This is an optimization exercise on Yosys and OpenROAD, whose aim is small area, a short achievable clock period and few clock cycles, not a production implementation. In this exercise RTL edits were held to simulation tests only and were not proved equivalent to the original. Power figures rest on the tool's default switching activity, not on a simulated workload.

--- design/flow/design.v ---
package cpu_pkg;
    localparam int IMEM_DEPTH = 64;
    localparam int DMEM_DEPTH = 64;
    localparam int NUM_REGS   = 16;
    localparam int IW         = 22;   
    localparam logic [4:0] OP_ADD  = 5'd1;
    localparam logic [4:0] OP_SUB  = 5'd2;
    localparam logic [4:0] OP_AND  = 5'd3;
    localparam logic [4:0] OP_ORR  = 5'd4;
    localparam logic [4:0] OP_EOR  = 5'd5;
    localparam logic [4:0] OP_ADDI = 5'd6;
    localparam logic [4:0] OP_LDR  = 5'd7;
    localparam logic [4:0] OP_STR  = 5'd8;
    localparam logic [1:0] T_ALU  = 2'd0;
    localparam logic [1:0] T_ADDI = 2'd1;
    localparam logic [1:0] T_LDR  = 2'd2;
    localparam logic [1:0] T_STR  = 2'd3;
endpackage
module pipe_reg #(
    parameter int W = 1
) (
    input  logic         clk,
    input  logic         clr,
    input  logic [W-1:0] d,
    output logic [W-1:0] q
);
    always_ff @(posedge clk) begin
        if (clr) q <= '0;
        else     q <= d;
    end
endmodule
module fetch_stage (
    input  logic                   clk,
    input  logic                   rst,
    input  logic                   mem_clr,    
    input  logic                   run,
    input  logic                   stall,      
    input  logic                   load_req,
    input  logic [5:0]             load_addr,
    input  logic [31:0]            load_instr,
    output logic                   load_ack,
    output logic                   if_valid,   
    output logic                   if_uses_b,  
    output logic [cpu_pkg::IW-2:0] if_instr    
);
    localparam int IW = cpu_pkg::IW;
    logic [IW-2:0] ring [0:63];    
    logic [63:0]   ring_v;
    logic [5:0]    cnt;
    logic          go;
    logic [7:0]    cnt_lo, cnt_hi;   
    logic [7:0]    tap_lo, tap_hi;   
    logic          req_q;
    logic [5:0]    addr_q;
    logic [IW-1:0] enc_q;
    logic          pend;
    logic          wr;
    logic [4:0]    op;
    logic          is_alu;
    logic [IW-1:0] enc;
    assign op     = load_instr[27:23];
    assign is_alu = op == cpu_pkg::OP_ADD || op == cpu_pkg::OP_SUB || op == cpu_pkg::OP_AND ||
                    op == cpu_pkg::OP_ORR || op == cpu_pkg::OP_EOR;
    always_comb begin
        enc        = '0;
        enc[21]    = is_alu || op == cpu_pkg::OP_ADDI || op == cpu_pkg::OP_LDR ||
                     op == cpu_pkg::OP_STR;
        enc[20:19] = is_alu                 ? cpu_pkg::T_ALU  :
                     op == cpu_pkg::OP_ADDI ? cpu_pkg::T_ADDI :
                     op == cpu_pkg::OP_LDR  ? cpu_pkg::T_LDR  : cpu_pkg::T_STR;
        enc[18:15] = load_instr[22:19];
        enc[14:11] = (is_alu || op == cpu_pkg::OP_STR) ? load_instr[18:15] : load_instr[14:11];
        if (is_alu) begin
            enc[10:7] = load_instr[14:11];
            enc[6:5]  = 2'b00;
            enc[4]    = op == cpu_pkg::OP_EOR;
            enc[3]    = op == cpu_pkg::OP_ORR;
            enc[2]    = op == cpu_pkg::OP_AND;
            enc[1]    = op == cpu_pkg::OP_SUB;
            enc[0]    = op == cpu_pkg::OP_ADD;
        end else begin
            enc[10:0] = load_instr[10:0];
        end
    end
    always_ff @(posedge clk) begin
        addr_q <= load_addr;
        enc_q  <= enc;
    end
    assign wr = pend && cnt == addr_q;
    always_ff @(posedge clk) begin
        if (rst) begin
            req_q    <= 1'b0;
            pend     <= 1'b0;
            load_ack <= 1'b0;
        end else begin
            req_q <= load_req;
            if (wr) begin
                pend     <= 1'b0;
                load_ack <= 1'b1;
            end else if (req_q && !load_ack && !pend) begin
                pend <= 1'b1;
            end else if (!req_q) begin
                load_ack <= 1'b0;
            end
        end
    end
    always_ff @(posedge clk) begin
        ring[0] <= wr ? enc_q[IW-2:0] : ring[63];
        for (int i = 1; i < 64; i++) begin
            ring[i] <= ring[i-1];
        end
    end
    always_ff @(posedge clk) begin
        if (mem_clr) begin
            ring_v <= '0;
        end else begin
            ring_v <= {ring_v[62:0], wr ? enc_q[IW-1] : ring_v[63]};
        end
    end
    always_ff @(posedge clk) begin
        if (rst) begin
            cnt    <= '0;
            cnt_lo <= 8'd1;
            cnt_hi <= 8'd1;
        end else begin
            cnt    <= cnt + 1'b1;
            cnt_lo <= {cnt_lo[6:0], cnt_lo[7]};
            if (cnt_lo[7]) cnt_hi <= {cnt_hi[6:0], cnt_hi[7]};
        end
    end
    logic start;
    assign start = run && !mem_clr;
    always_ff @(posedge clk) begin
        if (rst) go <= 1'b0;
        else     go <= run && (go || start);
    end
    always_ff @(posedge clk) begin
        if (rst) begin
            tap_lo <= 8'h80;
            tap_hi <= 8'h80;
        end else if (!go && !start) begin
            tap_lo <= cnt_lo;
            tap_hi <= cnt_hi;
        end else if (stall) begin
            tap_lo <= {tap_lo[6:0], tap_lo[7]};
            if (tap_lo[7]) tap_hi <= {tap_hi[6:0], tap_hi[7]};
        end
    end
    logic [IW-1:0] grp [0:7];
    logic [IW-1:0] tap;
    always_comb begin
        for (int g = 0; g < 8; g++) begin
            grp[g] = '0;
            for (int w = 0; w < 8; w++) begin
                grp[g] = grp[g] | ({IW{tap_lo[w]}} & {ring_v[8*g + w], ring[8*g + w]});
            end
        end
        tap = '0;
        for (int g = 0; g < 8; g++) begin
            tap = tap | ({IW{tap_hi[g]}} & grp[g]);
        end
    end
    always_ff @(posedge clk) begin
        if (rst) begin
            if_valid <= 1'b0;
        end else if (!stall) begin
            if_valid <= (go || start) && tap[IW-1];
        end
    end
    always_ff @(posedge clk) begin
        if (!stall) begin
            if_instr  <= tap[IW-2:0];
            if_uses_b <= tap[20:19] == cpu_pkg::T_ALU || tap[20:19] == cpu_pkg::T_STR;
        end
    end
endmodule
module decode_stage (
    input  logic                   clk,
    input  logic                   rst,
    input  logic                   mem_clr,
    input  logic                   if_valid,   
    input  logic                   if_uses_b,
    input  logic [cpu_pkg::IW-2:0] if_instr,
    input  logic [31:0]            ex_data,
    input  logic                   mem_we,
    input  logic [3:0]             mem_rd,
    input  logic                   mem_is_ld,
    input  logic [31:0]            mem_alu,    
    input  logic [31:0]            mem_ld,     
    input  logic                   wb_we,
    input  logic [3:0]             wb_rd,
    input  logic [31:0]            wb_data,
    output logic                   stall,
    output logic                   id_we,
    output logic [3:0]             id_rd,
    output logic                   id_ld,
    output logic                   id_st,
    output logic                   id_sum,     
    output logic                   id_sub,
    output logic                   id_and,
    output logic                   id_or,
    output logic                   id_xor,
    output logic [31:0]            id_a,
    output logic [31:0]            id_b,
    output logic [5:0]             id_imm6
);
    logic [31:0] regs [0:cpu_pkg::NUM_REGS-1];
    logic [15:0] reg_v;
    always_ff @(posedge clk) begin
        if (wb_we) regs[wb_rd] <= wb_data;
    end
    always_ff @(posedge clk) begin
        if (mem_clr)    reg_v <= '0;
        else if (wb_we) reg_v[wb_rd] <= 1'b1;
    end
    logic        v;
    logic [1:0]  t;
    logic [3:0]  rn;
    logic [3:0]  rb;
    logic [10:0] imm;
    logic        is_alu, is_st, is_ld, uses_b;
    logic [3:0]  rd;
    logic [31:0] a_val, b_val;
    logic        ex_a, ex_b;       
    logic        m_a, m_b;         
    logic        is_sub;
    assign v      = if_valid;
    assign t      = if_instr[20:19];
    assign rn     = if_instr[18:15];
    assign rb     = if_instr[14:11];
    assign imm    = if_instr[10:0];
    assign is_alu = t == cpu_pkg::T_ALU;
    assign is_ld  = t == cpu_pkg::T_LDR;
    assign is_st  = t == cpu_pkg::T_STR;
    assign uses_b = if_uses_b;
    assign rd     = is_alu ? imm[10:7] : rb;
    assign a_val = (wb_we && wb_rd == rn) ? wb_data : (reg_v[rn] ? regs[rn] : 32'd0);
    assign b_val = (wb_we && wb_rd == rb) ? wb_data : (reg_v[rb] ? regs[rb] : 32'd0);
    assign ex_a  = id_we && id_rd == rn;
    assign ex_b  = id_we && id_rd == rb && uses_b;
    assign m_a   = mem_we && mem_rd == rn;
    assign m_b   = mem_we && mem_rd == rb && uses_b;
    assign is_sub = is_alu && imm[1];
    assign stall  = v && ((id_ld && (id_rd == rn || (uses_b && id_rd == rb))) ||
                          (is_sub && (ex_b || (m_b && mem_is_ld))));
    always_ff @(posedge clk) begin
        if (rst || stall) begin
            id_we <= 1'b0;
            id_ld <= 1'b0;
            id_st <= 1'b0;
        end else begin
            id_we <= v && !is_st;
            id_ld <= v && is_ld;
            id_st <= v && is_st;
        end
    end
    always_ff @(posedge clk) begin
        id_rd   <= rd;
        id_sum  <= is_alu ? (imm[0] || imm[1]) : (t == cpu_pkg::T_ADDI);
        id_sub  <= is_alu && imm[1];
        id_and  <= is_alu && imm[2];
        id_or   <= is_alu && imm[3];
        id_xor  <= is_alu && imm[4];
        id_a    <= ({32{ex_a}}                   & ex_data)
                 | ({32{!ex_a && m_a}}           & mem_ld)
                 | ({32{!ex_a && m_a}}           & mem_alu)
                 | ({32{!ex_a && !m_a}}          & a_val);
        id_b    <= ({32{ex_b}}                   & ex_data)
                 | ({32{!ex_b && m_b}}           & mem_ld)
                 | ({32{!ex_b && m_b}}           & (mem_alu ^ {32{is_sub}}))
                 | ({32{uses_b && !ex_b && !m_b}} & (b_val ^ {32{is_sub}}))
                 | ({32{!uses_b}}                & {21'd0, imm});
        id_imm6 <= imm[5:0];
    end
endmodule
module execute_stage (
    input  logic [31:0] a,
    input  logic [31:0] b,
    input  logic [5:0]  imm6,
    input  logic        sum,
    input  logic        sub,
    input  logic        op_and,
    input  logic        op_or,
    input  logic        op_xor,
    output logic [31:0] store_data,
    output logic [7:0]  hit_lo,
    output logic [7:0]  hit_hi,
    output logic [31:0] result      
);
    logic [31:0] op_a, op_b, s;
    assign op_a = a;
    assign op_b = b;
    logic [31:0] g, p, cy;
    always_comb begin
        logic [31:0] gg, pp, gn, pn;
        g  = op_a & op_b;
        p  = op_a ^ op_b;
        gg = g;
        pp = p;
        for (int lv = 0; lv < 5; lv++) begin
            gn = gg;
            pn = pp;
            for (int i = 0; i < 32; i++) begin
                if (i >= (1 << lv)) begin
                    if (i == (1 << lv)) begin
                        gn[i] = gg[i] | (pp[i] & g[0]) | (pp[i] & p[0] & sub);
                    end else begin
                        gn[i] = gg[i] | (pp[i] & gg[i - (1 << lv)]);
                    end
                    pn[i] = pp[i] & pp[i - (1 << lv)];
                end
            end
            gg = gn;
            pp = pn;
        end
        cy[0] = sub;
        cy[1] = g[0] | (p[0] & sub);
        for (int i = 2; i < 32; i++) cy[i] = gg[i-1];
    end
    assign s = p ^ cy;
    assign store_data = op_b;
    assign result = ({32{sum}}    & s)
                  | ({32{op_and}} & (op_a & op_b))
                  | ({32{op_or}}  & (op_a | op_b))
                  | ({32{op_xor}} & (op_a ^ op_b));
    function automatic logic [7:0] sum_hot(input logic [2:0] x, input logic [2:0] y,
                                           input logic cin);
        logic [7:0] h;
        logic [3:0] k;
        for (int n = 0; n < 8; n++) begin
            k    = {n[2:0], 1'b0};
            h[n] = ((x[0] ^ y[0] ^ cin) == k[1]) &&
                   ((x[1] ^ y[1] ^ ((x[0] & y[0]) | ((x[0] | y[0]) & !k[1]))) == k[2]) &&
                   ((x[2] ^ y[2] ^ ((x[1] & y[1]) | ((x[1] | y[1]) & !k[2]))) == k[3]);
        end
        sum_hot = h;
    endfunction
    logic [5:0] base;
    logic       c3;       
    assign base = op_a[5:0];
    assign c3   = (base[2] & imm6[2]) | ((base[2] | imm6[2]) &
                  ((base[1] & imm6[1]) | ((base[1] | imm6[1]) & base[0] & imm6[0])));
    assign hit_lo = sum_hot(base[2:0], imm6[2:0], 1'b0);
    assign hit_hi = sum_hot(base[5:3], imm6[5:3], c3);
endmodule
module memory_stage (
    input  logic        clk,
    input  logic        mem_clr,
    input  logic [7:0]  hit_lo,
    input  logic [7:0]  hit_hi,
    input  logic        re,
    input  logic        we,
    input  logic [31:0] wdata,
    output logic [31:0] rdata
);
    logic [31:0] dmem [0:cpu_pkg::DMEM_DEPTH-1];
    logic [63:0] dmem_v;
    always_ff @(posedge clk) begin
        for (int g = 0; g < 8; g++) begin
            for (int w = 0; w < 8; w++) begin
                if (we && hit_hi[g] && hit_lo[w]) dmem[8*g + w] <= wdata;
            end
        end
    end
    always_ff @(posedge clk) begin
        for (int g = 0; g < 8; g++) begin
            for (int w = 0; w < 8; w++) begin
                if (mem_clr)                           dmem_v[8*g + w] <= 1'b0;
                else if (we && hit_hi[g] && hit_lo[w]) dmem_v[8*g + w] <= 1'b1;
            end
        end
    end
    logic [31:0] grp [0:7];
    always_comb begin
        for (int g = 0; g < 8; g++) begin
            grp[g] = '0;
            for (int w = 0; w < 8; w++) begin
                grp[g] = grp[g] | ({32{hit_lo[w] && dmem_v[8*g + w]}} & dmem[8*g + w]);
            end
        end
        rdata = '0;
        for (int g = 0; g < 8; g++) begin
            rdata = rdata | ({32{hit_hi[g] && re}} & grp[g]);
        end
    end
endmodule
module cpu_top (
    input  logic        clk,
    input  logic        rst,
    input  logic        run,
    input  logic        load_req,
    input  logic [5:0]  load_addr,
    input  logic [31:0] load_instr,
    output logic        load_ack,
    output logic        retire_valid,
    output logic [3:0]  retire_rd,
    output logic [31:0] retire_data
);
    logic                   mem_clr;
    logic                   stall;
    logic                   if_valid;
    logic                   if_uses_b;
    logic [cpu_pkg::IW-2:0] if_instr;
    logic        id_we, id_ld, id_st, id_sum, id_sub, id_and, id_or, id_xor;
    logic [3:0]  id_rd;
    logic [31:0] id_a, id_b;
    logic [5:0]  id_imm6;
    logic [31:0] store_data, alu_result, ld_data;
    logic [7:0]  hit_lo, hit_hi;
    logic        em_we, em_ld, em_st;
    logic [3:0]  em_rd;
    logic [31:0] em_alu, em_sdata;
    logic [7:0]  em_hlo, em_hhi;
    logic        wb_we;
    logic [3:0]  wb_rd;
    logic [31:0] wb_alu, wb_ld, wb_data;
    always_ff @(posedge clk) mem_clr <= rst;
    fetch_stage u_fetch (
        .clk        (clk),
        .rst        (rst),
        .mem_clr    (mem_clr),
        .run        (run),
        .stall      (stall),
        .load_req   (load_req),
        .load_addr  (load_addr),
        .load_instr (load_instr),
        .load_ack   (load_ack),
        .if_valid   (if_valid),
        .if_uses_b  (if_uses_b),
        .if_instr   (if_instr)
    );
    decode_stage u_decode (
        .clk      (clk),
        .rst      (rst),
        .mem_clr  (mem_clr),
        .if_valid (if_valid),
        .if_uses_b(if_uses_b),
        .if_instr (if_instr),
        .ex_data  (alu_result),
        .mem_we   (em_we),
        .mem_rd   (em_rd),
        .mem_is_ld(em_ld),
        .mem_alu  (em_alu),
        .mem_ld   (ld_data),
        .wb_we    (wb_we),
        .wb_rd    (wb_rd),
        .wb_data  (wb_data),
        .stall    (stall),
        .id_we    (id_we),
        .id_rd    (id_rd),
        .id_ld    (id_ld),
        .id_st    (id_st),
        .id_sum   (id_sum),
        .id_sub   (id_sub),
        .id_and   (id_and),
        .id_or    (id_or),
        .id_xor   (id_xor),
        .id_a     (id_a),
        .id_b     (id_b),
        .id_imm6  (id_imm6)
    );
    execute_stage u_execute (
        .a          (id_a),
        .b          (id_b),
        .imm6       (id_imm6),
        .sum        (id_sum),
        .sub        (id_sub),
        .op_and     (id_and),
        .op_or      (id_or),
        .op_xor     (id_xor),
        .store_data (store_data),
        .hit_lo     (hit_lo),
        .hit_hi     (hit_hi),
        .result     (alu_result)
    );
    always_ff @(posedge clk) begin
        if (rst) begin
            em_we <= 1'b0;
            em_st <= 1'b0;
        end else begin
            em_we <= id_we;
            em_st <= id_st;
        end
    end
    always_ff @(posedge clk) begin
        em_ld    <= id_ld;
        em_rd    <= id_rd;
        em_alu   <= alu_result;
        em_sdata <= store_data;
        em_hlo   <= hit_lo;
        em_hhi   <= hit_hi;
    end
    memory_stage u_memory (
        .clk     (clk),
        .mem_clr (mem_clr),
        .hit_lo  (em_hlo),
        .hit_hi  (em_hhi),
        .re      (em_ld),
        .we      (em_st),
        .wdata   (em_sdata),
        .rdata   (ld_data)
    );
    always_ff @(posedge clk) begin
        if (rst) wb_we <= 1'b0;
        else     wb_we <= em_we;
    end
    always_ff @(posedge clk) begin
        wb_rd  <= em_rd;
        wb_alu <= em_alu;
        wb_ld  <= ld_data;
    end
    assign wb_data = wb_alu | wb_ld;
    always_ff @(posedge clk) begin
        if (rst) retire_valid <= 1'b0;
        else     retire_valid <= wb_we;
    end
    always_ff @(posedge clk) begin
        retire_rd   <= wb_rd;
        retire_data <= wb_data;
    end
endmodule
--- design/flow/run.sh ---
#!/bin/bash
# synth_recipe.tcl (not shown) runs the flow's synth.tcl, then flattens the netlist and writes it again
# the make line also repeats each setting of config.mk as NAME=value (left out here)
make -C /OpenROAD-flow-scripts/flow DESIGN_CONFIG=/design/flow/config.mk WORK_HOME=/design/flow/orfs CLKGATE_MAP_FILE= SYNTH_SCRIPT=/design/flow/synth_recipe.tcl finish
--- design/flow/config.mk ---
export PLATFORM = sky130hd
export DESIGN_NAME = cpu_top
export DESIGN_NICKNAME = cpu_top
export VERILOG_FILES = /design/flow/design.v
export SDC_FILE = /design/flow/constraint.sdc
export NUM_CORES = 4
export LEC_CHECK = 0
export CAP_MARGIN = 20
export CORE_MARGIN = 2
export CORE_UTILIZATION = 50
export SETUP_SLACK_MARGIN = 3.6
export SLEW_MARGIN = 20
export TNS_END_PERCENT = 20
--- design/flow/constraint.sdc ---
create_clock -name core_clock -period 6.0 [get_ports {clk}]
set_input_delay 1.2000 -clock core_clock [delete_from_list [all_inputs] [get_ports {clk}]]
set_output_delay 1.2000 -clock core_clock [all_outputs]
set_load 0.01 [all_outputs]
==> results of run 1 <==
==> what timing repair did <==
| action | CTS | global route |
|---|---|---|
| cloned | 40 | 11 |
| setup endpoints to repair | 896 | 1826 |
| resized for setup | 895 | 290 |
| buffers inserted | 128 | 82 |
| pin swaps | 223 | 201 |
| hold buffers | 0 | 0 |
==> critical path, stage by stage, from the launching register on <==
cell                      delay [ns]
sky130_fd_sc_hd__dfxtp_4        0.35
sky130_fd_sc_hd__buf_12         0.15
sky130_fd_sc_hd__and2_4         0.18
sky130_fd_sc_hd__buf_12         0.16
sky130_fd_sc_hd__a22oi_2        0.16
sky130_fd_sc_hd__nand4_1        0.35
sky130_fd_sc_hd__a22oi_2        0.62
sky130_fd_sc_hd__and4_4         0.47
sky130_fd_sc_hd__a21oi_2        0.08
sky130_fd_sc_hd__a221o_1        0.26
==> sequential cells by signal (all words and copies together), names as in the netlist, 64 cells and up, named ones only <==
| signal | cells |
|---|---|
| u_decode.regs | 512 |
| u_fetch.ring | 1344 |
| u_fetch.ring_v | 64 |
| u_memory.dmem | 2048 |
| u_memory.dmem_v | 64 |
==> synth_stat cells (32+ instances only) <==
| cell | n |
|---|---|
| sky130_fd_sc_hd__a21o_1 | 32 |
| sky130_fd_sc_hd__a21oi_1 | 113 |
| sky130_fd_sc_hd__a221oi_1 | 52 |
| sky130_fd_sc_hd__a22oi_1 | 1933 |
| sky130_fd_sc_hd__and2_1 | 84 |
| sky130_fd_sc_hd__and3_1 | 70 |
| sky130_fd_sc_hd__and4_1 | 32 |
| sky130_fd_sc_hd__buf_1 | 35 |
| sky130_fd_sc_hd__buf_2 | 34 |
| sky130_fd_sc_hd__clkbuf_1 | 579 |
| sky130_fd_sc_hd__dfxtp_1 | 1843 |
| sky130_fd_sc_hd__edfxtp_1 | 2582 |
| sky130_fd_sc_hd__ha_1 | 81 |
| sky130_fd_sc_hd__inv_1 | 193 |
| sky130_fd_sc_hd__mux2_2 | 41 |
| sky130_fd_sc_hd__mux4_2 | 327 |
| sky130_fd_sc_hd__nand2_1 | 129 |
| sky130_fd_sc_hd__nand4_1 | 450 |
| sky130_fd_sc_hd__nor2_1 | 174 |
| sky130_fd_sc_hd__nor2b_1 | 82 |
| sky130_fd_sc_hd__o21a_1 | 70 |
| sky130_fd_sc_hd__o21ai_0 | 70 |
| sky130_fd_sc_hd__xnor2_1 | 92 |
| sky130_fd_sc_hd__xor2_1 | 41 |
==> layout by cell type, fill, tap and decap left out, types with 29 or more instances in the layout <==
| master | count |
|---|---|
| sky130_fd_sc_hd__buf_16 | 37 |
| sky130_fd_sc_hd__o21a_1 | 68 |
| sky130_fd_sc_hd__and4_4 | 32 |
| sky130_fd_sc_hd__bufinv_16 | 36 |
| sky130_fd_sc_hd__and3_2 | 64 |
| sky130_fd_sc_hd__and2_1 | 33 |
| sky130_fd_sc_hd__nand2_1 | 118 |
| sky130_fd_sc_hd__clkinv_1 | 44 |
| sky130_fd_sc_hd__xor2_1 | 39 |
| sky130_fd_sc_hd__a221oi_1 | 32 |
| sky130_fd_sc_hd__clkbuf_16 | 441 |
| sky130_fd_sc_hd__inv_1 | 170 |
| sky130_fd_sc_hd__ha_1 | 57 |
| sky130_fd_sc_hd__xnor2_1 | 88 |
| sky130_fd_sc_hd__buf_12 | 57 |
| sky130_fd_sc_hd__nor2b_1 | 79 |
| sky130_fd_sc_hd__nand4_1 | 450 |
| sky130_fd_sc_hd__edfxtp_1 | 2582 |
| sky130_fd_sc_hd__dfxtp_1 | 1723 |
| sky130_fd_sc_hd__a22oi_1 | 1698 |
| sky130_fd_sc_hd__dfxtp_2 | 89 |
| sky130_fd_sc_hd__a21oi_1 | 73 |
| sky130_fd_sc_hd__dfxtp_4 | 31 |
| sky130_fd_sc_hd__nor2_1 | 151 |
| sky130_fd_sc_hd__clkbuf_8 | 72 |
| sky130_fd_sc_hd__buf_8 | 29 |
| sky130_fd_sc_hd__clkbuf_1 | 121 |
| sky130_fd_sc_hd__and2_4 | 50 |
| sky130_fd_sc_hd__a22oi_2 | 236 |
| sky130_fd_sc_hd__buf_4 | 262 |
| sky130_fd_sc_hd__mux4_2 | 327 |
| sky130_fd_sc_hd__mux2_2 | 40 |
| sky130_fd_sc_hd__o21ai_0 | 46 |
| sky130_fd_sc_hd__clkinv_2 | 61 |
| sky130_fd_sc_hd__a21o_1 | 31 |
| sky130_fd_sc_hd__a21oi_2 | 35 |
| sky130_fd_sc_hd__clkdlybuf4s50_1 | 36 |
| sky130_fd_sc_hd__buf_6 | 97 |
==> logic make-up (layout without fill, tap and decap cells) <==
group / count (synthesis) / in the layout / synth area share [%]
adder cells (fa/ha/maj): 82 / 82 / 0.679
multiplexers: 386 / 386 / 5.26
XOR/XNOR: 133 / 133 / 0.765
AO/OA/AOI/OAI: 2471 / 2471 / 12.0
other: 0 / 5 / 0
AND/OR/NAND/NOR: 1095 / 1105 / 4.03
buffers and inverters: 849 / 1550 / 2.15
flip-flops: 4425 / 4425 / 75.1
==> path summary, 6_finish.rpt <==
check | startpoint | endpoint | slack [ns] | cells past startpoint
max reg2reg | em_hlo[0] | u_decode.id_b[18] | 3.04 | 9
min | u_fetch.ring[16][17] | u_fetch.ring[17][17] | 0.30 | 0
min reg2reg | u_fetch.ring[16][17] | u_fetch.ring[17][17] | 0.30 | 0
max | em_hlo[0] | u_decode.id_b[18] | 3.04 | 9
==> final cells by class <==
type / instances / area share, %
diodes: 5 / 0.00698
clock buffers: 629 / 6.87
clock inverters: 176 / 1.27
inverters: 194 / 0.418
multi-input cells: 4177 / 20.9
flip-flops and latches: 4425 / 64.0
well taps: 3978 / 2.78
repair buffers: 551 / 3.73
==> through the flow <==
stage / instance area, sq um / total power (uW) / setup WS (ns)
CTS: 177000 / 60300 / 3.11
global placement: 158000 / 33200 / 2.02
finish: 179000 / 60100 / 3.04
detailed placement: 158000 / 33200 / 2.23
floorplan: 152000 / 32800 / 3.13
global route: 179000 / 61500 / 3.00
==> power by group through the flow <==
stage	clock (uW)	sequential, uW	combinational, uW
after floorplan	0	32500	307
after global placement	0	32600	540
after detailed placement	0	32600	537
after CTS	27800	31900	646
after global routing	28900	31900	676
final	27500	31900	655
==> per-layer routing <==
metal / wire length (um) / vias to the layer above
met5: 18 / -
met4: 16500 / 2
met3: 40200 / 729
met2: 209000 / 4361
met1: 182000 / 46993
li1: - / 38376
==> run notes, run 1 <==
# TYPE chip_impl_metric gauge
chip_impl_metric{name="synth-warning-count",unit=""} 9
chip_impl_metric{name="gpl.final_weighted_congestion",unit=""} 0.904
chip_impl_metric{name="fin_nets",unit=""} 9905
chip_impl_metric{name="port-buffer-count",unit=""} 75
chip_impl_metric{name="layout-drive-gt1-share",unit="%"} 22.2
chip_impl_metric{name="detail_route.first_pass.iterations",unit=""} 9
chip_impl_info{name="yosys-top-cells-area",value="sky130_fd_sc_hd__edfxtp_1 (51%), sky130_fd_sc_hd__dfxtp_1 (24%), sky130_fd_sc_hd__a22oi_1 (9.5%)"} 1
chip_impl_metric{name="area.sequential",unit="sq um"} 115000
chip_impl_metric{name="cell_internal_pwr",unit="uW"} 47900
chip_impl_metric{name="grt_antenna_before_repair",unit=""} 18
chip_impl_metric{name="grt_remaining_overflow",unit=""} 0
chip_impl_metric{name="min_period_over_period",unit="%"} 49.4
chip_impl_metric{name="power_density",unit="nW/um^2"} 335
chip_impl_metric{name="clk_pin_slew",unit="ns"} 0.06
chip_impl_metric{name="final_util",unit="%"} 59.1
chip_impl_metric{name="grt_start_max_net_pins",unit=""} 82
chip_impl_info{name="status",value="complete, no violations"} 1
chip_impl_metric{name="grt_usage",unit="%"} 28.0
chip_impl_metric{name="crit_arrival",unit="ns"} 3.76
chip_impl_metric{name="first_global_vias",unit=""} 89010
chip_impl_info{name="cp-end-kind",value="flip-flop"} 1
chip_impl_metric{name="vdd.ir_drop.worst",unit="uV"} 290
chip_impl_metric{name="antenna_left",unit=""} 0
chip_impl_metric{name="chipWidth",unit="um"} 556
chip_impl_metric{name="timing_max_transition_violations_final",unit=""} 0
chip_impl_metric{name="synth_seq_cells",unit=""} 4425
chip_impl_metric{name="static_leakage",unit="uW"} 0.0625
chip_impl_metric{name="post_layout_nonfiller_instances",unit=""} 14135
chip_impl_metric{name="switching_share",unit="%"} 20.3
chip_impl_metric{name="std_cell_rows",unit=""} 202
chip_impl_metric{name="clk_path_buf_depth",unit=""} 4
chip_impl_metric{name="synth-edff-count",unit=""} 2582
chip_impl_metric{name="number_of_instances_in_the_placed_design",unit=""} 13064
chip_impl_info{name="setup_repair_after_global_routing_missed_its_margin",value="yes"} 1
chip_impl_metric{name="grt_pass1_wl",unit="mm"} 633
chip_impl_info{name="crit_type",value="flip-flop to flip-flop"} 1
chip_impl_metric{name="synth_nets",unit=""} 9565
chip_impl_metric{name="power.clock.fraction",unit="%"} 45.8
chip_impl_metric{name="post_synth_instance_area",unit="sq um"} 152000
chip_impl_metric{name="synthDominantCellAreaShare",unit="%"} 50.9
chip_impl_metric{name="detailedRoute.firstIterationViolations",unit=""} 11289
chip_impl_info{name="globalRoute.busiestLayer",value="met2"} 1
chip_impl_info{name="timing.critical_path.from_type",value="flip-flop"} 1
chip_impl_metric{name="fin_skew",unit="ns"} 0.0884
chip_impl_metric{name="globalRouteMet1Util",unit="%"} 39.1
chip_impl_metric{name="h-tree-depth",unit=""} 5
chip_impl_metric{name="start_util",unit="%"} 50.3
chip_impl_metric{name="setup-violations-final",unit=""} 0
chip_impl_metric{name="setup-tns-final",unit="ns"} 0
chip_impl_metric{name="die_footprint",unit="sq um"} 309000
chip_impl_metric{name="async_flop_share",unit="%"} 0
chip_impl_info{name="holdCritPathClass",value="flip-flop to flip-flop"} 1
chip_impl_metric{name="vias",unit=""} 90461
chip_impl_metric{name="net-switching-power",unit="uW"} 12200
chip_impl_metric{name="cts.sinks",unit=""} 4425
chip_impl_metric{name="worstMarginPinSlew",unit="ns"} 1.21
chip_impl_info{name="cts_tree",value="yes"} 1
chip_impl_info{name="synthFlopType",value="sky130_fd_sc_hd__edfxtp_1"} 1
chip_impl_metric{name="tritoncts.num_buffers",unit=""} 432
chip_impl_metric{name="post_drt_via_cell_ratio",unit=""} 6.40
chip_impl_metric{name="share_seq_of_total_power",unit="%"} 53.1
chip_impl_metric{name="global_route.usage.met2",unit="%"} 44.3
chip_impl_info{name="synth_top_area_cell",value="sky130_fd_sc_hd__edfxtp_1"} 1
chip_impl_metric{name="timing.max_cap.violations",unit=""} 0
chip_impl_metric{name="remaining_drc_errors",unit=""} 0
chip_impl_metric{name="timing_hold_violations_final",unit=""} 0
chip_impl_metric{name="n_fill_cell",unit=""} 22322
chip_impl_metric{name="power.combinational.fraction",unit="%"} 1.1
chip_impl_metric{name="chipHeight",unit="um"} 556
chip_impl_metric{name="timing.critical_path.fanout_max",unit=""} 8
chip_impl_metric{name="core_area",unit="sq um"} 303000
chip_impl_metric{name="totalWireLength",unit="mm"} 448
chip_impl_metric{name="fin_crit",unit="ns"} 2.96
chip_impl_metric{name="hpwlAfterDp",unit="mm"} 237
chip_impl_metric{name="postSynthCellCount",unit=""} 9441
chip_impl_metric{name="timing.fmax",unit="GHz"} 0.338
chip_impl_metric{name="clkLatencyLatePin",unit="ns"} 0.98
chip_impl_metric{name="crit_required",unit="ns"} 6.80
chip_impl_metric{name="area.growth.synth_to_final",unit="%"} 17.6
chip_impl_metric{name="globalRouteMet3Util",unit="%"} 5.16
chip_impl_metric{name="design.portCount",unit=""} 80
chip_impl_metric{name="synth_cell_type_count",unit=""} 77
chip_impl_metric{name="route.detailed.wl_per_inst",unit="um"} 31.7
chip_impl_metric{name="synth_area_per_cell",unit="sq um"} 16.1
chip_impl_metric{name="fin_worst_hold_slack",unit="ns"} 0.303
chip_impl_metric{name="synth_sequential_area_ratio",unit="%"} 75.1
chip_impl_metric{name="max-slew-margin-rel",unit="%"} 19.5
chip_impl_info{name="clock_tree.root_cell",value="sky130_fd_sc_hd__clkbuf_16"} 1
chip_impl_metric{name="multiInputGateArea",unit="sq um"} 37500
Testbench counts, summed over its fixed seeds: cycles 25,521.
==> inputs of run 2 (changes only) <==
--- a/design/flow/config.mk
+++ b/design/flow/config.mk
@@ -10,4 +10,4 @@
 export CORE_UTILIZATION = 50
 export SETUP_SLACK_MARGIN = 3.6
 export SLEW_MARGIN = 20
-export TNS_END_PERCENT = 20
+export TNS_END_PERCENT = 5
==> run 2 against run 1 <==
Compared with the run above: now fails the layout checks on antenna rules; sequential share of layout area hardly changed; final cell count hardly changed; synthesized area stayed put; first-iteration DRC count is 0.49% higher; wire length is 0.22% higher; highest routed layer is now met4.
==> run notes, run 2 <==
# TYPE chip_impl_metric gauge
chip_impl_metric{name="first_global_vias",unit=""} 88475
chip_impl_metric{name="setup-tns-final",unit="ns"} 0
chip_impl_info{name="max_flop_register",value="u_memory.dmem"} 1
chip_impl_metric{name="port-buffer-count",unit=""} 75
chip_impl_metric{name="synth_cell_type_count",unit=""} 77
chip_impl_info{name="synthFlopType",value="sky130_fd_sc_hd__edfxtp_1"} 1
chip_impl_metric{name="global_route.usage.met2",unit="%"} 43.8
chip_impl_metric{name="totalWireLength",unit="mm"} 449
chip_impl_metric{name="postSynthCellCount",unit=""} 9441
chip_impl_metric{name="crit_arrival",unit="ns"} 3.84
chip_impl_metric{name="timing_hold_violations_final",unit=""} 0
chip_impl_metric{name="worstMarginPinSlew",unit="ns"} 1.15
chip_impl_metric{name="detail_route.first_pass.iterations",unit=""} 8
chip_impl_metric{name="largest_reg_flops",unit=""} 2048
chip_impl_info{name="yosys-top-cells-area",value="sky130_fd_sc_hd__edfxtp_1 (51%), sky130_fd_sc_hd__dfxtp_1 (24%), sky130_fd_sc_hd__a22oi_1 (9.5%)"} 1
chip_impl_metric{name="power_density",unit="nW/um^2"} 335
chip_impl_info{name="cp-end-kind",value="flip-flop"} 1
chip_impl_metric{name="tritoncts.num_buffers",unit=""} 432
chip_impl_metric{name="timing.fmax",unit="GHz"} 0.328
chip_impl_metric{name="synth_nets",unit=""} 9565
chip_impl_metric{name="crit_required",unit="ns"} 6.79
chip_impl_metric{name="antenna_left",unit=""} 1
chip_impl_metric{name="layout-drive-gt1-share",unit="%"} 21.9
chip_impl_metric{name="grt_usage",unit="%"} 27.8
chip_impl_metric{name="clk_pin_slew",unit="ns"} 0.06
chip_impl_info{name="holdCritPathClass",value="flip-flop to flip-flop"} 1
chip_impl_metric{name="synthDominantCellAreaShare",unit="%"} 50.9
chip_impl_metric{name="synth_seq_cells",unit=""} 4425
chip_impl_metric{name="fin_nets",unit=""} 9905
chip_impl_info{name="cts_tree",value="yes"} 1
chip_impl_info{name="violatedChecks",value="antenna rules"} 1
chip_impl_metric{name="synth_sequential_area_ratio",unit="%"} 75.1
chip_impl_metric{name="detailedRoute.firstIterationViolations",unit=""} 11344
chip_impl_metric{name="remaining_drc_errors",unit=""} 0
chip_impl_metric{name="timing.critical_path.fanout_max",unit=""} 6
chip_impl_metric{name="async_flop_share",unit="%"} 0
chip_impl_metric{name="min_period_over_period",unit="%"} 50.9
chip_impl_info{name="mostFrequentLayoutCell",value="sky130_fd_sc_hd__edfxtp_1"} 1
chip_impl_metric{name="static_leakage",unit="uW"} 0.0626
chip_impl_info{name="reg.largest.list",value="u_memory.dmem (2048), u_fetch.ring (1344), u_decode.regs (512)"} 1
chip_impl_metric{name="cts_hold_buffers",unit=""} 0
chip_impl_metric{name="grt_antenna_before_repair",unit=""} 15
chip_impl_metric{name="hpwlAfterDp",unit="mm"} 237
chip_impl_metric{name="clkLatencyLatePin",unit="ns"} 0.98
chip_impl_metric{name="chipWidth",unit="um"} 556
chip_impl_info{name="synth_top_area_cell",value="sky130_fd_sc_hd__edfxtp_1"} 1
chip_impl_metric{name="synth-edff-count",unit=""} 2582
chip_impl_metric{name="clk_path_buf_depth",unit=""} 4
chip_impl_info{name="most_used_standard_cells_in_the_synthesized_netlist",value="sky130_fd_sc_hd__edfxtp_1 (2582), sky130_fd_sc_hd__a22oi_1 (1933), sky130_fd_sc_hd__dfxtp_1 (1843)"} 1
chip_impl_metric{name="synth_area_per_cell",unit="sq um"} 16.1
chip_impl_metric{name="start_util",unit="%"} 50.3
chip_impl_metric{name="globalRouteMet1Util",unit="%"} 38.9
chip_impl_metric{name="vias",unit=""} 90493
chip_impl_metric{name="chipHeight",unit="um"} 556
chip_impl_info{name="timing.critical_path.from_type",value="flip-flop"} 1
chip_impl_metric{name="std_cell_rows",unit=""} 202
chip_impl_info{name="crit_path_cell_trace",value="buf_6 -> and2_4 -> buf_12 -> buf_6 -> a22oi_2 -> nand4_1 -> a22oi_2 -> and4_4 -> a21oi_2 -> a221o_1"} 1
chip_impl_metric{name="cpPeakStageDelay",unit="ns"} 0.71
chip_impl_metric{name="grt_remaining_overflow",unit=""} 0
chip_impl_metric{name="max-slew-margin-rel",unit="%"} 23.0
chip_impl_metric{name="setup-violations-final",unit=""} 0
chip_impl_info{name="globalRoute.busiestLayer",value="met2"} 1
chip_impl_info{name="clock_tree.root_cell",value="sky130_fd_sc_hd__clkbuf_16"} 1
chip_impl_info{name="crit_slowest_cell",value="sky130_fd_sc_hd__a22oi_2"} 1
chip_impl_metric{name="grt_start_max_net_pins",unit=""} 82
chip_impl_metric{name="timing.max_cap.violations",unit=""} 0
chip_impl_info{name="mostFrequentLayoutCells",value="sky130_fd_sc_hd__edfxtp_1 (2582), sky130_fd_sc_hd__dfxtp_1 (1729), sky130_fd_sc_hd__a22oi_1 (1712)"} 1
chip_impl_metric{name="cts.sinks",unit=""} 4425
chip_impl_metric{name="synth-warning-count",unit=""} 9
chip_impl_metric{name="die_footprint",unit="sq um"} 309000
chip_impl_metric{name="post_synth_instance_area",unit="sq um"} 152000
chip_impl_info{name="post-synth-top-count-cell",value="sky130_fd_sc_hd__edfxtp_1"} 1
chip_impl_metric{name="area.growth.synth_to_final",unit="%"} 17.6
chip_impl_metric{name="fin_skew",unit="ns"} 0.0916
chip_impl_metric{name="design.portCount",unit=""} 80
chip_impl_metric{name="fin_crit",unit="ns"} 3.05
chip_impl_metric{name="post_drt_via_cell_ratio",unit=""} 6.40
chip_impl_info{name="setup_repair_after_global_routing_missed_its_margin",value="yes"} 1
chip_impl_metric{name="globalRouteMet3Util",unit="%"} 5.14
chip_impl_info{name="crit_type",value="flip-flop to flip-flop"} 1
chip_impl_metric{name="total_design_power",unit="uW"} 60100
chip_impl_info{name="cpLargestDelayFamily",value="compound AO/OA/AOI/OAI gates"} 1
chip_impl_metric{name="cp.buffers_inverters",unit=""} 3
chip_impl_metric{name="core_area",unit="sq um"} 303000
chip_impl_metric{name="vdd.ir_drop.worst",unit="uV"} 289
chip_impl_metric{name="grt_pass1_wl",unit="mm"} 627
chip_impl_metric{name="timing_max_transition_violations_final",unit=""} 0
chip_impl_metric{name="h-tree-depth",unit=""} 5
chip_impl_metric{name="gpl.final_weighted_congestion",unit=""} 0.904
chip_impl_metric{name="route.detailed.wl_per_inst",unit="um"} 31.7
chip_impl_info{name="status",value="finished with violations"} 1
==> run 2: cell counts after synthesis <==
No cell type changed its count.
==> run 2: final timing paths <==
path / start / endpoint / slack (ns) / cells after the start
worst max register to register: em_hlo[7] / u_decode.id_b[24] / 2.95 / 10
worst min-delay path: u_fetch.ring[16][17] / u_fetch.ring[17][17] / 0.30 / 0
worst max-delay path: em_hlo[7] / u_decode.id_b[24] / 2.95 / 10
worst min register to register: u_fetch.ring[16][17] / u_fetch.ring[17][17] / 0.30 / 0
==> run 2: report_power, final <==
part           leakage (uW)  internal (uW)  total (uW)  switching [uW]
clock               0.00712          15900       27500           11600
combinational        0.0141            181         672             491
sequential           0.0414          31800       31900            89.1
total                0.0626          47900       60100           12200
==> run 2: area by class of cell <==
cell class                 instances  area [sq um]
timing repair buffer             549          6670
fill                           22330        124000
clock inverter                   176          2270
antenna                           13          32.5
tap                             3978          4980
clock buffer                     629         12300
inverter                         194           746
sequential                      4425        115000
multi-input combinational       4179         37500
==> run 2: cell families after synthesis <==
kind of cell | share of synthesized area, %
multiplexers | 5.26
AND/OR/NAND/NOR | 4.03
adder cells (fa/ha/maj) | 0.679
buffers and inverters | 2.15
XOR/XNOR | 0.765
AO/OA/AOI/OAI | 12.0
flip-flops | 75.1
==> run 2: stage by stage <==
stage	hold slack, ns	util, %	cell area (sq um)	worst slack [ns]	cells
3_5_place_dp	0.336	52.1	158000	2.23	13064
4_1_cts	0.295	58.0	176000	3.11	13990
3_3_place_gp	0.332	52.0	158000	2.02	13063
6_report	0.302	59.1	179000	2.95	14143
5_1_grt	0.297	59.1	179000	3.02	14132
2_1_floorplan	0.324	-	152000	3.13	9441
==> run 2: per-layer routing <==
metal / vias up / part of all wire, %
li1: 38419 / -
met1: 46972 / 41
met2: 4374 / 47
met3: 728 / 9.0
met4: 0 / 3.5
met5: - / 0
==> run 2: timing repair <==
action,CTS,global route
setup buffers,92,113
gates cloned,29,27
pin swaps,170,238
gates resized for setup,572,494
setup endpoints to repair,896,1829
==> inputs of run 3 (changes only) <==
--- a/design/flow/config.mk
+++ b/design/flow/config.mk
@@ -8,6 +8,6 @@
 export CAP_MARGIN = 20
 export CORE_MARGIN = 2
 export CORE_UTILIZATION = 50
-export SETUP_SLACK_MARGIN = 3.6
+export SETUP_SLACK_MARGIN = 3.9
 export SLEW_MARGIN = 20
-export TNS_END_PERCENT = 5
+export TNS_END_PERCENT = 10
==> run 3 against run 2 <==
Compared with the run above: the run now finishes clean; register-to-register slack gained 0.03 ns; sequential power about the same; wire length up 1.6%; die area stayed put; flip-flop and latch count is the same; critical path depth did not move; setup slack better by 0.026 ns; non-clock buffer count rose by 88; first-iteration DRC count is 9.6% higher; synthesized cell count stayed put; combinational power is 15% higher; via count is 1.4% higher; critical path type unchanged; critical endpoint unchanged.
==> run notes, run 3 <==
# TYPE chip_impl_metric gauge
chip_impl_metric{name="start_util",unit="%"} 50.3
chip_impl_info{name="setup_repair_after_global_routing_missed_its_margin",value="yes"} 1
chip_impl_info{name="clock_tree.root_cell",value="sky130_fd_sc_hd__clkbuf_16"} 1
chip_impl_metric{name="chipWidth",unit="um"} 556
chip_impl_info{name="yosys-top-cells-area",value="sky130_fd_sc_hd__edfxtp_1 (51%), sky130_fd_sc_hd__dfxtp_1 (24%), sky130_fd_sc_hd__a22oi_1 (9.5%)"} 1
chip_impl_metric{name="grt_antenna_before_repair",unit=""} 17
chip_impl_info{name="reg.largest.list",value="u_memory.dmem (2048), u_fetch.ring (1344), u_decode.regs (512)"} 1
chip_impl_metric{name="synth_seq_cells",unit=""} 4425
chip_impl_metric{name="grt_start_max_net_pins",unit=""} 81
chip_impl_metric{name="power_density",unit="nW/um^2"} 331
chip_impl_metric{name="post_drt_via_cell_ratio",unit=""} 6.45
chip_impl_metric{name="post_layout_nonfiller_instances",unit=""} 14221
chip_impl_metric{name="fin_crit",unit="ns"} 3.03
chip_impl_metric{name="fin_nets",unit=""} 9990
chip_impl_metric{name="clk_pin_slew",unit="ns"} 0.06
chip_impl_metric{name="port-buffer-count",unit=""} 75
chip_impl_metric{name="synth_cell_type_count",unit=""} 77
chip_impl_metric{name="async_flop_share",unit="%"} 0
chip_impl_metric{name="number_of_instances_in_the_placed_design",unit=""} 13066
chip_impl_metric{name="worstMarginPinSlew",unit="ns"} 1.18
chip_impl_metric{name="static_leakage",unit="uW"} 0.0630
chip_impl_metric{name="clkLatencyLatePin",unit="ns"} 1.00
chip_impl_metric{name="detail_route.first_pass.iterations",unit=""} 8
chip_impl_metric{name="design.portCount",unit=""} 80
chip_impl_metric{name="chipHeight",unit="um"} 556
chip_impl_metric{name="grt_pass1_wl",unit="mm"} 643
chip_impl_info{name="mostFrequentLayoutCells",value="sky130_fd_sc_hd__edfxtp_1 (2582), sky130_fd_sc_hd__dfxtp_1 (1717), sky130_fd_sc_hd__a22oi_1 (1693)"} 1
chip_impl_metric{name="grt_remaining_overflow",unit=""} 0
chip_impl_info{name="most_used_standard_cells_in_the_synthesized_netlist",value="sky130_fd_sc_hd__edfxtp_1 (2582), sky130_fd_sc_hd__a22oi_1 (1933), sky130_fd_sc_hd__dfxtp_1 (1843)"} 1
chip_impl_metric{name="fin_skew",unit="ns"} 0.112
chip_impl_metric{name="timing.critical_path.fanout_max",unit=""} 5
chip_impl_metric{name="route.detailed.wl_per_inst",unit="um"} 32.0
chip_impl_metric{name="gpl.final_weighted_congestion",unit=""} 0.894
chip_impl_metric{name="clk_path_buf_depth",unit=""} 4
chip_impl_info{name="cp-end-kind",value="flip-flop"} 1
chip_impl_metric{name="synth_nets",unit=""} 9565
chip_impl_metric{name="die_footprint",unit="sq um"} 309000
chip_impl_info{name="post-synth-top-count-cell",value="sky130_fd_sc_hd__edfxtp_1"} 1
chip_impl_metric{name="min_period_over_period",unit="%"} 50.4
chip_impl_metric{name="tritoncts.num_buffers",unit=""} 432
chip_impl_metric{name="post_synth_instance_area",unit="sq um"} 152000
chip_impl_metric{name="cts_hold_buffers",unit=""} 0
chip_impl_metric{name="vias",unit=""} 91722
chip_impl_metric{name="timing_hold_violations_final",unit=""} 0
chip_impl_metric{name="remaining_drc_errors",unit=""} 0
chip_impl_info{name="max_flop_register",value="u_memory.dmem"} 1
chip_impl_metric{name="hpwlAfterDp",unit="mm"} 235
chip_impl_metric{name="first_global_vias",unit=""} 90120
chip_impl_metric{name="max-slew-margin-rel",unit="%"} 21.5
chip_impl_info{name="synthFlopType",value="sky130_fd_sc_hd__edfxtp_1"} 1
chip_impl_info{name="holdCritPathClass",value="flip-flop to flip-flop"} 1
chip_impl_info{name="cts_tree",value="yes"} 1
chip_impl_metric{name="synthDominantCellAreaShare",unit="%"} 50.9
chip_impl_metric{name="synth-warning-count",unit=""} 9
chip_impl_metric{name="synth_sequential_area_ratio",unit="%"} 75.1
chip_impl_metric{name="layout-drive-gt1-share",unit="%"} 23.8
chip_impl_metric{name="vdd.ir_drop.worst",unit="uV"} 273
chip_impl_metric{name="std_cell_rows",unit=""} 202
chip_impl_metric{name="totalWireLength",unit="mm"} 456
chip_impl_metric{name="grt_usage",unit="%"} 28.6
chip_impl_metric{name="setup-tns-final",unit="ns"} 0
chip_impl_info{name="mostFrequentLayoutCell",value="sky130_fd_sc_hd__edfxtp_1"} 1
chip_impl_metric{name="crit_required",unit="ns"} 6.81
chip_impl_metric{name="crit_arrival",unit="ns"} 3.83
chip_impl_metric{name="detailedRoute.firstIterationViolations",unit=""} 12436
chip_impl_metric{name="synth_area_per_cell",unit="sq um"} 16.1
chip_impl_metric{name="cts.sinks",unit=""} 4425
chip_impl_info{name="status",value="complete, no violations"} 1
chip_impl_metric{name="core_area",unit="sq um"} 303000
chip_impl_metric{name="postSynthCellCount",unit=""} 9441
chip_impl_info{name="timing.critical_path.from_type",value="flip-flop"} 1
chip_impl_metric{name="antenna_left",unit=""} 0
chip_impl_metric{name="setup-violations-final",unit=""} 0
chip_impl_metric{name="synth-edff-count",unit=""} 2582
chip_impl_metric{name="timing_max_transition_violations_final",unit=""} 0
chip_impl_metric{name="timing.max_cap.violations",unit=""} 0
chip_impl_metric{name="area.growth.synth_to_final",unit="%"} 18.6
chip_impl_info{name="crit_type",value="flip-flop to flip-flop"} 1
chip_impl_metric{name="largest_reg_flops",unit=""} 2048
chip_impl_metric{name="h-tree-depth",unit=""} 5
chip_impl_metric{name="timing.fmax",unit="GHz"} 0.330
chip_impl_info{name="synth_top_area_cell",value="sky130_fd_sc_hd__edfxtp_1"} 1
==> run 3: cell counts after synthesis <==
No cell type changed its count.
==> run 3: critical path: stages (launching register included) <==
cell                        delay [ns]
sky130_fd_sc_hd__dfxtp_4          0.39
sky130_fd_sc_hd__buf_8            0.14
sky130_fd_sc_hd__buf_12           0.12
sky130_fd_sc_hd__and2_4           0.21
sky130_fd_sc_hd__clkbuf_16        0.18
sky130_fd_sc_hd__a22oi_1          0.14
sky130_fd_sc_hd__nand4_1          0.27
sky130_fd_sc_hd__a22oi_2          0.55
sky130_fd_sc_hd__and4_4           0.45
sky130_fd_sc_hd__a21oi_1          0.09
sky130_fd_sc_hd__a221o_1          0.26
==> run 3: final cells by class <==
type                    count  area [sq um]
clock inverters           214          2240
flip-flops and latches   4425        115000
well taps                3978          4980
inverters                 194           736
clock buffers             592         12100
multi-input cells        4176         37800
fillers                 22131        122000
diodes                      5          12.5
repair buffers            637          8130
==> run 3: cells by family after synthesis <==
family          count (synthesis)  share of synthesized area, %
flops                        4425                          75.1
compound gates               2471                          12.0
simple gates                 1095                          4.03
buf+inv                       849                          2.15
mux                           386                          5.26
xor+xnor                      133                         0.765
fa+ha+maj                      82                         0.679
==> run 3: routing by layer <==
| layer | routed length (um) | track usage, % | vias to the layer above |
|---|---|---|---|
| met3 | 41600 | 4.76 | 794 |
| met1 | 184000 | 40.2 | 47620 |
| li1 | - | - | 38580 |
| met4 | 17600 | 10.1 | 10 |
| met2 | 213000 | 45.0 | 4718 |
| met5 | 61 | 0 | - |
==> run 3: where the power goes <==
group          switching, uW  total (uW)  internal [uW]  leakage (uW)
Sequential              58.3       31900          31800        0.0414
Combinational            557         776            220        0.0146
Clock                  11800       27100          15300       0.00698
==> run 3: stage by stage <==
stage | worst slack, ns | instance area [sq um] | power [uW] | util (%) | hold WS, ns
after floorplan | 3.46 | 152000 | 32800 | - | 0.324
after global placement | 2.01 | 158000 | 33200 | 52.1 | 0.332
after detailed placement | 2.00 | 158000 | 33200 | 52.1 | 0.336
after CTS | 3.06 | 179000 | 59900 | 59.0 | 0.327
after global routing | 3.01 | 181000 | 61200 | 59.6 | 0.334
final | 2.97 | 181000 | 59700 | 59.6 | 0.332
==> run 3: worst paths after layout <==
path | start | depth (start not counted) | slack [ns] | end
worst max-delay path | em_hlo[7] | 10 | 2.97 | u_decode.id_b[24]
worst min-delay path | u_fetch.ring[11][18] | 0 | 0.33 | u_fetch.ring[12][18]
worst max register to register | em_hlo[7] | 10 | 2.97 | u_decode.id_b[24]
worst min register to register | u_fetch.ring[11][18] | 0 | 0.33 | u_fetch.ring[12][18]
==> run 3: what timing repair did <==
item                       4_1_cts  5_1_grt
pin swaps                      273      191
cloned                          57       11
setup buffers                  202       71
setup endpoints to repair     2857     2704
resized for setup             1072      250
==> inputs of run 4 (changes only) <==
--- a/design/flow/design.v
+++ b/design/flow/design.v
@@ -346,9 +346,11 @@
 module memory_stage (
     input  logic        clk,
     input  logic        mem_clr,
-    input  logic [7:0]  hit_lo,
+    input  logic [7:0]  e_lo,       
+    input  logic [7:0]  e_hi,
+    input  logic        e_re,
+    input  logic [7:0]  hit_lo,     
     input  logic [7:0]  hit_hi,
-    input  logic        re,
     input  logic        we,
     input  logic [31:0] wdata,
     output logic [31:0] rdata
@@ -370,17 +372,19 @@
             end
         end
     end
-    logic [31:0] grp [0:7];
-    always_comb begin
+    logic [63:0] sel;
+    always_ff @(posedge clk) begin
         for (int g = 0; g < 8; g++) begin
-            grp[g] = '0;
             for (int w = 0; w < 8; w++) begin
-                grp[g] = grp[g] | ({32{hit_lo[w] && dmem_v[8*g + w]}} & dmem[8*g + w]);
+                sel[8*g + w] <= e_re && e_hi[g] && e_lo[w] &&
+                                (dmem_v[8*g + w] || (we && hit_hi[g] && hit_lo[w]));
             end
         end
+    end
+    always_comb begin
         rdata = '0;
-        for (int g = 0; g < 8; g++) begin
-            rdata = rdata | ({32{hit_hi[g] && re}} & grp[g]);
+        for (int k = 0; k < 64; k++) begin
+            rdata = rdata | ({32{sel[k]}} & dmem[k]);
         end
     end
 endmodule
@@ -493,9 +497,11 @@
     memory_stage u_memory (
         .clk     (clk),
         .mem_clr (mem_clr),
+        .e_lo    (hit_lo),
+        .e_hi    (hit_hi),
+        .e_re    (id_ld),
         .hit_lo  (em_hlo),
         .hit_hi  (em_hhi),
-        .re      (em_ld),
         .we      (em_st),
         .wdata   (em_sdata),
         .rdata   (ld_data)
--- a/design/flow/config.mk
+++ b/design/flow/config.mk
@@ -8,6 +8,6 @@
 export CAP_MARGIN = 20
 export CORE_MARGIN = 2
 export CORE_UTILIZATION = 50
-export SETUP_SLACK_MARGIN = 3.9
+export SETUP_SLACK_MARGIN = 3.6
 export SLEW_MARGIN = 20
-export TNS_END_PERCENT = 10
+export TNS_END_PERCENT = 20
==> run 4 against run 3 <==
Compared with the run above: flip-flop and latch count up 64; still clean; sequential share of layout area down 1.3 points; worst hold slack worse by 0.0075 ns; largest cell class unchanged.
==> run notes, run 4 <==
# TYPE chip_impl_metric gauge
chip_impl_info{name="crit_path_cell_trace",value="buf_6 -> and3_2 -> buf_4"} 1
chip_impl_metric{name="detail_route.first_pass.iterations",unit=""} 9
chip_impl_info{name="worst_hold_path_endpoint",value="u_fetch.ring[62][16]"} 1
chip_impl_metric{name="timing.critical_path.fanout_max",unit=""} 66
chip_impl_metric{name="crit_arrival",unit="ns"} 3.43
chip_impl_info{name="beginning_of_the_worst_register_to_register_path",value="em_st"} 1
chip_impl_metric{name="power_density",unit="nW/um^2"} 324
chip_impl_metric{name="antenna_left",unit=""} 0
chip_impl_metric{name="globalRouteMet3Util",unit="%"} 12.5
chip_impl_metric{name="clk_path_buf_depth",unit=""} 4
chip_impl_metric{name="grt_antenna_before_repair",unit=""} 38
chip_impl_metric{name="route.detailed.wl_per_inst",unit="um"} 40.3
chip_impl_metric{name="timing.fmax",unit="GHz"} 0.353
chip_impl_metric{name="n_fill_cell",unit=""} 21838
chip_impl_info{name="most_used_standard_cells_in_the_synthesized_netlist",value="sky130_fd_sc_hd__edfxtp_1 (2582), sky130_fd_sc_hd__dfxtp_1 (1907), sky130_fd_sc_hd__a22oi_1 (766)"} 1
chip_impl_metric{name="fin_skew",unit="ns"} 0.0676
chip_impl_info{name="holdCritPathClass",value="flip-flop to flip-flop"} 1
chip_impl_metric{name="post_synth_instance_area",unit="sq um"} 153000
chip_impl_metric{name="timing.max_cap.violations",unit=""} 0
chip_impl_metric{name="post_layout_nonfiller_instances",unit=""} 14599
chip_impl_metric{name="vias",unit=""} 102503
chip_impl_info{name="setup_repair_after_global_routing_missed_its_margin",value="yes"} 1
chip_impl_metric{name="layout-drive-gt1-share",unit="%"} 25.4
chip_impl_info{name="worst_r2r_endpoint",value="u_memory.dmem[46][22]"} 1
chip_impl_metric{name="timing_max_transition_violations_final",unit=""} 0
chip_impl_metric{name="static_leakage",unit="uW"} 0.0647
chip_impl_metric{name="number_of_instances_in_the_placed_design",unit=""} 13159
chip_impl_metric{name="fin_nets",unit=""} 10212
chip_impl_metric{name="tritoncts.num_buffers",unit=""} 436
chip_impl_metric{name="timing_hold_violations_final",unit=""} 0
chip_impl_metric{name="hpwlAfterDp",unit="mm"} 283
chip_impl_metric{name="grt_start_max_net_pins",unit=""} 96
chip_impl_metric{name="core_area",unit="sq um"} 305000
chip_impl_info{name="max_flop_register",value="u_memory.dmem"} 1
chip_impl_metric{name="setup-tns-final",unit="ns"} 0
chip_impl_metric{name="synth_nets",unit=""} 9433
chip_impl_metric{name="async_flop_share",unit="%"} 0
chip_impl_metric{name="cts.sinks",unit=""} 4489
chip_impl_info{name="clock_tree.root_cell",value="sky130_fd_sc_hd__clkbuf_16"} 1
chip_impl_info{name="globalRoute.busiestLayer",value="met2"} 1
chip_impl_metric{name="grt_remaining_overflow",unit=""} 0
chip_impl_metric{name="die_footprint",unit="sq um"} 311000
chip_impl_info{name="post-synth-top-count-cell",value="sky130_fd_sc_hd__edfxtp_1"} 1
chip_impl_info{name="timing.critical_path.from_type",value="flip-flop"} 1
chip_impl_metric{name="synth_cell_type_count",unit=""} 78
chip_impl_metric{name="cpPeakStageDelay",unit="ns"} 0.82
chip_impl_metric{name="clkLatencyLatePin",unit="ns"} 1.01
chip_impl_metric{name="min_period_over_period",unit="%"} 47.2
chip_impl_metric{name="synth-edff-count",unit=""} 2582
chip_impl_metric{name="design.portCount",unit=""} 80
chip_impl_info{name="synthFlopType",value="sky130_fd_sc_hd__edfxtp_1"} 1
chip_impl_info{name="cts_tree",value="yes"} 1
chip_impl_metric{name="synthDominantCellAreaShare",unit="%"} 50.6
chip_impl_metric{name="std_cell_rows",unit=""} 203
chip_impl_metric{name="timing.reg2reg.worst_path_depth",unit=""} 3
chip_impl_metric{name="gpl.final_weighted_congestion",unit=""} 0.885
chip_impl_metric{name="h-tree-depth",unit=""} 5
chip_impl_info{name="crit_type",value="flip-flop to flip-flop"} 1
chip_impl_info{name="hold_start",value="u_fetch.ring[61][16]"} 1
chip_impl_metric{name="detailedRoute.firstIterationViolations",unit=""} 18462
chip_impl_info{name="mostFrequentLayoutCells",value="sky130_fd_sc_hd__edfxtp_1 (2582), sky130_fd_sc_hd__dfxtp_1 (1739), sky130_fd_sc_hd__a22oi_1 (763)"} 1
chip_impl_metric{name="synth_seq_cells",unit=""} 4489
chip_impl_metric{name="chipWidth",unit="um"} 557
chip_impl_metric{name="port-buffer-count",unit=""} 75
chip_impl_metric{name="setup-violations-final",unit=""} 0
chip_impl_metric{name="max-slew-margin-rel",unit="%"} 25.9
chip_impl_metric{name="start_util",unit="%"} 50.2
chip_impl_metric{name="global_route.usage.met2",unit="%"} 53.6
chip_impl_metric{name="remaining_drc_errors",unit=""} 0
chip_impl_metric{name="fin_crit",unit="ns"} 2.83
chip_impl_metric{name="largest_reg_flops",unit=""} 2048
chip_impl_metric{name="grt_usage",unit="%"} 36.9
chip_impl_metric{name="grt_pass1_wl",unit="mm"} 791
chip_impl_metric{name="timing.reg2reg.setup_slack",unit="ns"} 3.17
chip_impl_metric{name="post_drt_via_cell_ratio",unit=""} 7.02
chip_impl_info{name="cp-end-kind",value="flip-flop"} 1
chip_impl_metric{name="area.growth.synth_to_final",unit="%"} 22.0
chip_impl_metric{name="first_global_vias",unit=""} 96722
chip_impl_metric{name="final_util",unit="%"} 61.2
chip_impl_metric{name="chipHeight",unit="um"} 557
chip_impl_info{name="synth_top_area_cell",value="sky130_fd_sc_hd__edfxtp_1"} 1
chip_impl_info{name="mostFrequentLayoutCell",value="sky130_fd_sc_hd__edfxtp_1"} 1
chip_impl_metric{name="totalWireLength",unit="mm"} 589
chip_impl_metric{name="synth_area_per_cell",unit="sq um"} 16.4
chip_impl_info{name="reg.largest.list",value="u_memory.dmem (2048), u_fetch.ring (1344), u_decode.regs (512)"} 1
chip_impl_metric{name="globalRouteMet1Util",unit="%"} 48.1
chip_impl_info{name="crit_slowest_cell",value="sky130_fd_sc_hd__buf_4"} 1
chip_impl_metric{name="synth_sequential_area_ratio",unit="%"} 75.6
chip_impl_info{name="status",value="complete, no violations"} 1
chip_impl_metric{name="crit_required",unit="ns"} 6.60
chip_impl_metric{name="worstMarginPinSlew",unit="ns"} 1.11
chip_impl_metric{name="holdPathStages",unit=""} 0
chip_impl_metric{name="postSynthCellCount",unit=""} 9309
chip_impl_metric{name="synth-warning-count",unit=""} 8
chip_impl_metric{name="vdd.ir_drop.worst",unit="uV"} 294
chip_impl_info{name="yosys-top-cells-area",value="sky130_fd_sc_hd__edfxtp_1 (51%), sky130_fd_sc_hd__dfxtp_1 (25%), sky130_fd_sc_hd__mux4_2 (4.8%)"} 1
chip_impl_metric{name="cts_hold_buffers",unit=""} 0
chip_impl_metric{name="clk_pin_slew",unit="ns"} 0.06
run 4: cell types whose count changed after synthesis, sizes merged, moves of 58 or more:
cell / previous run / this run
a221oi: 52 / 544
and2: 84 / 10
clkbuf: 579 / 440
dfxtp: 1843 / 1907
nor2: 174 / 270
o21a: 70 / 8
a22oi: 1934 / 766
nand4: 450 / 324
a22o: 23 / 541
nand2: 130 / 239
buf: 76 / 134
nor3: 27 / 109
run 4: logic make-up after synthesis:
family | after synthesis | share of synthesized area (%)
and+or+nand+nor | 1236 | 4.15
AOI/OAI and AO/OA | 2260 | 11.8
muxes | 410 | 5.37
DFF | 4489 | 75.6
adders and majority gates | 82 | 0.675
buffers and inverters | 723 | 1.85
xor gates and xnor gates | 109 | 0.623
run 4: timing repair:
| action | 4_1_cts | 5_1_grt |
|---|---|---|
| pin swaps | 304 | 47 |
| buffers inserted | 443 | 63 |
| endpoints found under the setup margin | 1718 | 1689 |
| resized for setup | 1345 | 80 |
| gates cloned | 82 | 3 |
run 4: critical path: cells and delay by family, from the launching register on:
family | cells | cell delay [ns]
DFF | 1 | 0.38
and+or+nand+nor | 1 | 0.74
buffers and inverters | 2 | 1.23
run 4: worst max path at each step:
stage,startpoint,endpoint,slack [ns]
floorplan,wb_rd[3],u_decode.regs[11][0],3.27
global placement,u_decode.id_b[19],u_decode.id_b[23],2.38
detailed placement,u_decode.id_b[19],u_decode.id_b[23],2.40
CTS,em_st,u_memory.dmem[19][21],3.19
global route,u_fetch.if_instr[12],u_decode.id_b[29],3.19
finish,em_st,u_memory.dmem[46][22],3.17
run 4: layout make-up:
class	instances	area, sq um	area share [%]
inverter	149	571	0.305
clock inverter	199	2200	1.18
clock buffer	609	12400	6.62
multi-input combinational	4108	38200	20.4
sequential	4489	116000	62.2
tap	4100	5130	2.75
timing repair inverter	1	5.00	0.00268
antenna	41	103	0.0549
timing repair buffer	903	12100	6.47
run 4: power by group:
group          leakage (uW)  internal, uW  switching [uW]  total (uW)
Sequential           0.0399         32200            71.0       32300
Clock               0.00715         15800           12000       27800
Combinational        0.0177          99.8             245         345
Total                0.0647         48100           12300       60400
run 4: layer usage:
layer	vias up	share of wire (%)
li1	39187	-
met1	52259	35
met2	8835	42
met3	2188	15
met4	34	7.5
met5	-	0.072
run 4: stage by stage:
step	cell area [sq um]	hold WS (ns)	power, uW	worst slack [ns]
2_1_floorplan	153000	0.329	33100	3.27
6_report	187000	0.325	60400	3.17
4_1_cts	186000	0.322	60500	3.19
3_3_place_gp	159000	0.333	33300	2.38
3_5_place_dp	159000	0.336	33300	2.40
5_1_grt	187000	0.319	61700	3.19
Testbench counts of run 4, summed over its fixed seeds: cycles 25,521.

[re-timing with driven ports]
The results above use ideal ports. As a check the final layouts listed here were re-extracted and re-timed, cells and wires unchanged.
Step 1 sets driving cells, clkbuf_16 on the clock port and buf_2 on the other inputs (assumed; they add their load-dependent delay and slew).
Step 2 adds t to the input delays and takes it off the output delays; t is the mean of the earliest and latest rising clock arrival at the registers after step 1. Input paths then give back, and output paths get back, about the clock's delay inside the block.
Slacks: ideal / step 1 / step 2; pairs: ideal / step 1.
run	t (ns)	setup WS [ns]	worst setup path at the end	pins driven straight from the clock port
run 1	1.036	3.038 / 3.038 / 2.891	input to register	1
run 2	1.035	2.948 / 2.948 / 2.878	input to register	1
run 3	1.057	2.974 / 2.974 / 2.863	input to register	1
run 4	1.069	3.166 / 3.166 / 2.843	input to register	1
For run 4, which loses most, drivers alone change the setup slack by 0.000 ns; drivers and shift together by -0.323 ns.
